From an optimization exercise on the open Yosys and OpenROAD flow, aimed at small area; shortcuts taken in it are not production practice.
Only simulation tests tie the RTL to the original design; equivalence was not proved.
No driver is modelled on the clock port, so clocking that relies on it looks cheaper here than on a real chip.
Power figures rest on the tool's default switching activity, not on a simulated workload.

## wb_regfile
module wb_regfile (
    input  logic         clk,
    input  logic         rst,
    input  logic         wb_reg_write,
    input  logic         wb_mem_reg,
    input  logic [31:0]  wb_read_data_mem,
    input  logic [31:0]  wb_alu_result,
    input  logic [4:0]   wb_write_reg,
    input  logic [4:0]   rd_addr1,
    input  logic [4:0]   rd_addr2,
    output logic [31:0]  rd_data1,
    output logic [31:0]  rd_data2,
    output logic [31:0]  wb_data,
    output logic         wb_we
);
    logic [31:1][31:0] regs_q;
    logic [31:1][31:0] regs_d;
    logic [31:1]       wr_en;     
    logic [31:1]       hold;      
    logic [31:1]       sel1, sel2;
    always_comb begin
        wb_data = wb_mem_reg ? wb_read_data_mem : wb_alu_result;
        wb_we   = wb_reg_write && (wb_write_reg != 5'd0);
    end
    always_comb begin
        for (int i = 1; i < 32; i++) begin
            wr_en[i] = !rst && wb_reg_write && (wb_write_reg == 5'(i));
            hold[i]  = !rst && !(wb_reg_write && (wb_write_reg == 5'(i)));
            sel1[i]  = (rd_addr1 == 5'(i));
            sel2[i]  = (rd_addr2 == 5'(i));
        end
    end
    for (genvar i = 1; i < 32; i++) begin : g_row
        for (genvar b = 0; b < 32; b++) begin : g_bit
            rf_ao22 u_nxt (.a1(regs_q[i][b]), .a2(hold[i]), .b1(wb_data[b]), .b2(wr_en[i]),
                           .y(regs_d[i][b]));
        end
    end
    always_ff @(posedge clk) begin
        regs_q <= regs_d;
    end
    for (genvar b = 0; b < 32; b++) begin : g_rd
        logic [31:0] col;
        for (genvar i = 1; i < 32; i++) begin : g_col
            assign col[i] = regs_q[i][b];
        end
        assign col[0] = 1'b0;
        rf_rdmux u_rd1 (.d(col), .sel(sel1), .y(rd_data1[b]));
  ...
Settings: LEC_CHECK=0, CAP_MARGIN=20, CORE_MARGIN=2, CORE_UTILIZATION=50, CTS_CLUSTER_DIAMETER=100, CTS_CLUSTER_SIZE=30, SLEW_MARGIN=20, SYNTH_HIERARCHICAL=1; clock period 7.0 ns.
standard.sh (not shown) runs the stock make flow with config.mk's settings and CLKGATE_MAP_FILE= SYNTH_SCRIPT=/design/flow/synth_recipe.tcl, a recipe that flattens the netlist after the stock synthesis.
==> flow/flow/run.sh <==
#!/bin/bash
# The standard layout with three changes to how it is made:
#  - the port buffers are made from the smallest buffer cell (buf_1) instead of the cell
#    buffer_ports picks by default; the resizer still upsizes any that need it;
#  - the buffers ABC inserted are removed at floorplan (REMOVE_ABC_BUFFERS=1) instead of
#    being repaired there;
#  - after CTS, post_cts.tcl swaps oversized cells for smaller ones of the same function
#    where setup slack and slews allow (downsize.tcl).
# All tool output goes to standard.log and ORFS's per-step logs under orfs/logs.
set -euo pipefail
cd "$(dirname "$0")/.."
bash standard.sh "BUFFER_PORTS_ARGS=-buffer_cell sky130_fd_sc_hd__buf_1" \
  REMOVE_ABC_BUFFERS=1 "POST_CTS_TCL=$PWD/flow/post_cts.tcl" finish > standard.log 2>&1
Other scripts of this flow, unchanged in this note and not shown: flow/flow/downsize.tcl, flow/flow/post_cts.tcl
==> next run, changes <==
--- a/flow/config.mk
+++ b/flow/config.mk
@@ -11,3 +11,3 @@
 export CTS_CLUSTER_DIAMETER = 100
-export CTS_CLUSTER_SIZE = 30
+export CTS_CLUSTER_SIZE = 25
 export SLEW_MARGIN = 20
After rerunning:
- The changed run went through all stages and came out clean
- die area stays the same
- total power climbs by 2.8%
- count of clock-buffer cells in the layout grows by 7
- sequential share of layout area shrinks by 0.29 points
- wire length is about the same
- cell area increases by 0.61%
- worst setup slack is better by 0.13 ns
- sequential power barely changes
- critical path depth is unchanged
- synthesized cell count is unchanged
- via count rises by about 0.7%

---

The RTL this note starts from:
==> flow/design.v <==
module wb_regfile (
    input  logic         clk,
    input  logic         rst,
    input  logic         wb_reg_write,
    input  logic         wb_mem_reg,
    input  logic [31:0]  wb_read_data_mem,
    input  logic [31:0]  wb_alu_result,
    input  logic [4:0]   wb_write_reg,
    input  logic [4:0]   rd_addr1,
    input  logic [4:0]   rd_addr2,
    output logic [31:0]  rd_data1,
    output logic [31:0]  rd_data2,
    output logic [31:0]  wb_data,
    output logic         wb_we
);
    logic [31:1][31:0] regs_q;
    logic [31:1][31:0] regs_d;
    logic [31:1]       wr_en;     
    logic [31:1]       hold;      
    logic [31:1]       sel1, sel2;
    always_comb begin
        wb_data = wb_mem_reg ? wb_read_data_mem : wb_alu_result;
        wb_we   = wb_reg_write && (wb_write_reg != 5'd0);
    end
    always_comb begin
        for (int i = 1; i < 32; i++) begin
            wr_en[i] = !rst && wb_reg_write && (wb_write_reg == 5'(i));
            hold[i]  = !rst && !(wb_reg_write && (wb_write_reg == 5'(i)));
            sel1[i]  = (rd_addr1 == 5'(i));
            sel2[i]  = (rd_addr2 == 5'(i));
        end
    end
    for (genvar i = 1; i < 32; i++) begin : g_row
        for (genvar b = 0; b < 32; b++) begin : g_bit
            rf_ao22 u_nxt (.a1(regs_q[i][b]), .a2(hold[i]), .b1(wb_data[b]), .b2(wr_en[i]),
                           .y(regs_d[i][b]));
        end
    end
    always_ff @(posedge clk) begin
        regs_q <= regs_d;
    end
    for (genvar b = 0; b < 32; b++) begin : g_rd
        logic [31:0] col;
        for (genvar i = 1; i < 32; i++) begin : g_col
            assign col[i] = regs_q[i][b];
        end
        assign col[0] = 1'b0;
        rf_rdmux u_rd1 (.d(col), .sel(sel1), .y(rd_data1[b]));
        rf_rdmux u_rd2 (.d(col), .sel(sel2), .y(rd_data2[b]));
    end
endmodule
module rf_rdmux (
    input  logic [31:0] d,
    input  logic [31:1] sel,
    output logic        y
);
    logic [10:0] t;
    logic        p1, p2, q;
    for (genvar k = 0; k < 10; k++) begin : g_aoi
        rf_aoi222 u_aoi (.a1(d[3*k+1]), .a2(sel[3*k+1]), .b1(d[3*k+2]), .b2(sel[3*k+2]),
                         .c1(d[3*k+3]), .c2(sel[3*k+3]), .y(t[k]));
    end
    rf_nand2 u_n31 (.a(d[31]), .b(sel[31]), .y(t[10]));
    rf_nand4 u_p1 (.a(t[0]), .b(t[1]), .c(t[2]), .d(t[3]), .y(p1));
    rf_nand4 u_p2 (.a(t[4]), .b(t[5]), .c(t[6]), .d(t[7]), .y(p2));
    rf_nor2  u_q  (.a(p1), .b(p2), .y(q));
    rf_nand4 u_y  (.a(q), .b(t[8]), .c(t[9]), .d(t[10]), .y(y));
endmodule
module rf_ao22 (input logic a1, a2, b1, b2, output logic y);
    assign y = (a1 & a2) | (b1 & b2);
endmodule
module rf_aoi222 (input logic a1, a2, b1, b2, c1, c2, output logic y);
    assign y = ~((a1 & a2) | (b1 & b2) | (c1 & c2));
endmodule
module rf_nand2 (input logic a, b, output logic y);
    assign y = ~(a & b);
endmodule
module rf_nand4 (input logic a, b, c, d, output logic y);
    assign y = ~(a & b & c & d);
endmodule
module rf_nor2 (input logic a, b, output logic y);
    assign y = ~(a | b);
endmodule
clock: 7.0 ns
lec_check: 0
cap_margin: 20
core_margin: 2
core_utilization: 40
slew_margin: 20
synth_hierarchical: 1
run.sh (not shown) runs the stock make flow with config.mk's settings and CLKGATE_MAP_FILE= SYNTH_SCRIPT=/design/flow/synth_recipe.tcl, a recipe that flattens the netlist after the stock synthesis.
Stock flow here: none of the scripts above is used.
Change:
==> flow/flow/run.sh (new file) <==
#!/bin/bash
# The standard layout, with the port buffers the standard flow's flow inserts made from the smallest
# buffer cell (buf_1) instead of the cell buffer_ports picks by default; the resizer still
# upsizes any that timing or slew needs.
set -euo pipefail
cd "$(dirname "$0")/.."
bash standard.sh "BUFFER_PORTS_ARGS=-buffer_cell sky130_fd_sc_hd__buf_1" finish > standard.log 2>&1
==> flow/standard.sh (new file) <==
#!/bin/bash
# synth_recipe.tcl (not shown) runs the flow's synth.tcl, then flattens the netlist and writes it again
# the make line also repeats each setting of config.mk as NAME=value (left out here)
make -C /OpenROAD-flow-scripts/flow DESIGN_CONFIG=/design/flow/config.mk WORK_HOME=/design/flow/orfs CLKGATE_MAP_FILE= SYNTH_SCRIPT=/design/flow/synth_recipe.tcl "${@:-finish}"
- CORE_UTILIZATION: 40 -> 50
- CTS_CLUSTER_DIAMETER: default -> 100
- CTS_CLUSTER_SIZE: default -> 30
removed: flow/run.sh
What happened:
- The new run produced a clean layout
- die area is lower by 20%
- design area is lower by about 9%
- combinational power is lower by 4.6%
- global-route usage is higher by 12 points
- critical path depth is higher by 1
- final cell count is lower by 8.9%

[re-timing with driven ports]
The flow's constraints put no driver on any port. The routed layouts listed below were extracted and timed again, unchanged, in two steps. Step 1 assumes that a clkbuf_16 drives the clock port and a buf_2 every other input. Step 2 also shifts input and output timing later by t, the mid clock arrival at the registers, as if the neighbouring blocks saw the same clock. Slacks: ideal ports / drivers / drivers and shift; pairs: ideal ports / drivers.
run | shift t [ns] | setup slack, ns | worst hold slack (ns) | slew at the worst register clock pin (ns) | pins driven straight from the clock port
the first run of note 1 | 0.691 | 0.410 / 0.298 / 0.298 | 0.522 / 0.522 / 0.522 | 0.12 / 0.12 | 1
the second run of note 1 | 0.738 | 0.538 / 0.436 / 0.436 | 0.520 / 0.520 / 0.520 | 0.11 / 0.11 | 1
the first run of note 2 | 0.772 | 0.322 / 0.292 / 0.292 | 0.511 / 0.511 / 0.511 | 0.07 / 0.07 | 1
the second run of note 2 | 0.713 | 0.982 / 0.919 / 0.919 | 0.520 / 0.520 / 0.520 | 0.12 / 0.12 | 1
After both steps setup and hold are still met in every run listed. The setup slack of the first run of note 1, which loses most, moves by -0.112 ns with the drivers and by -0.112 ns with both steps.
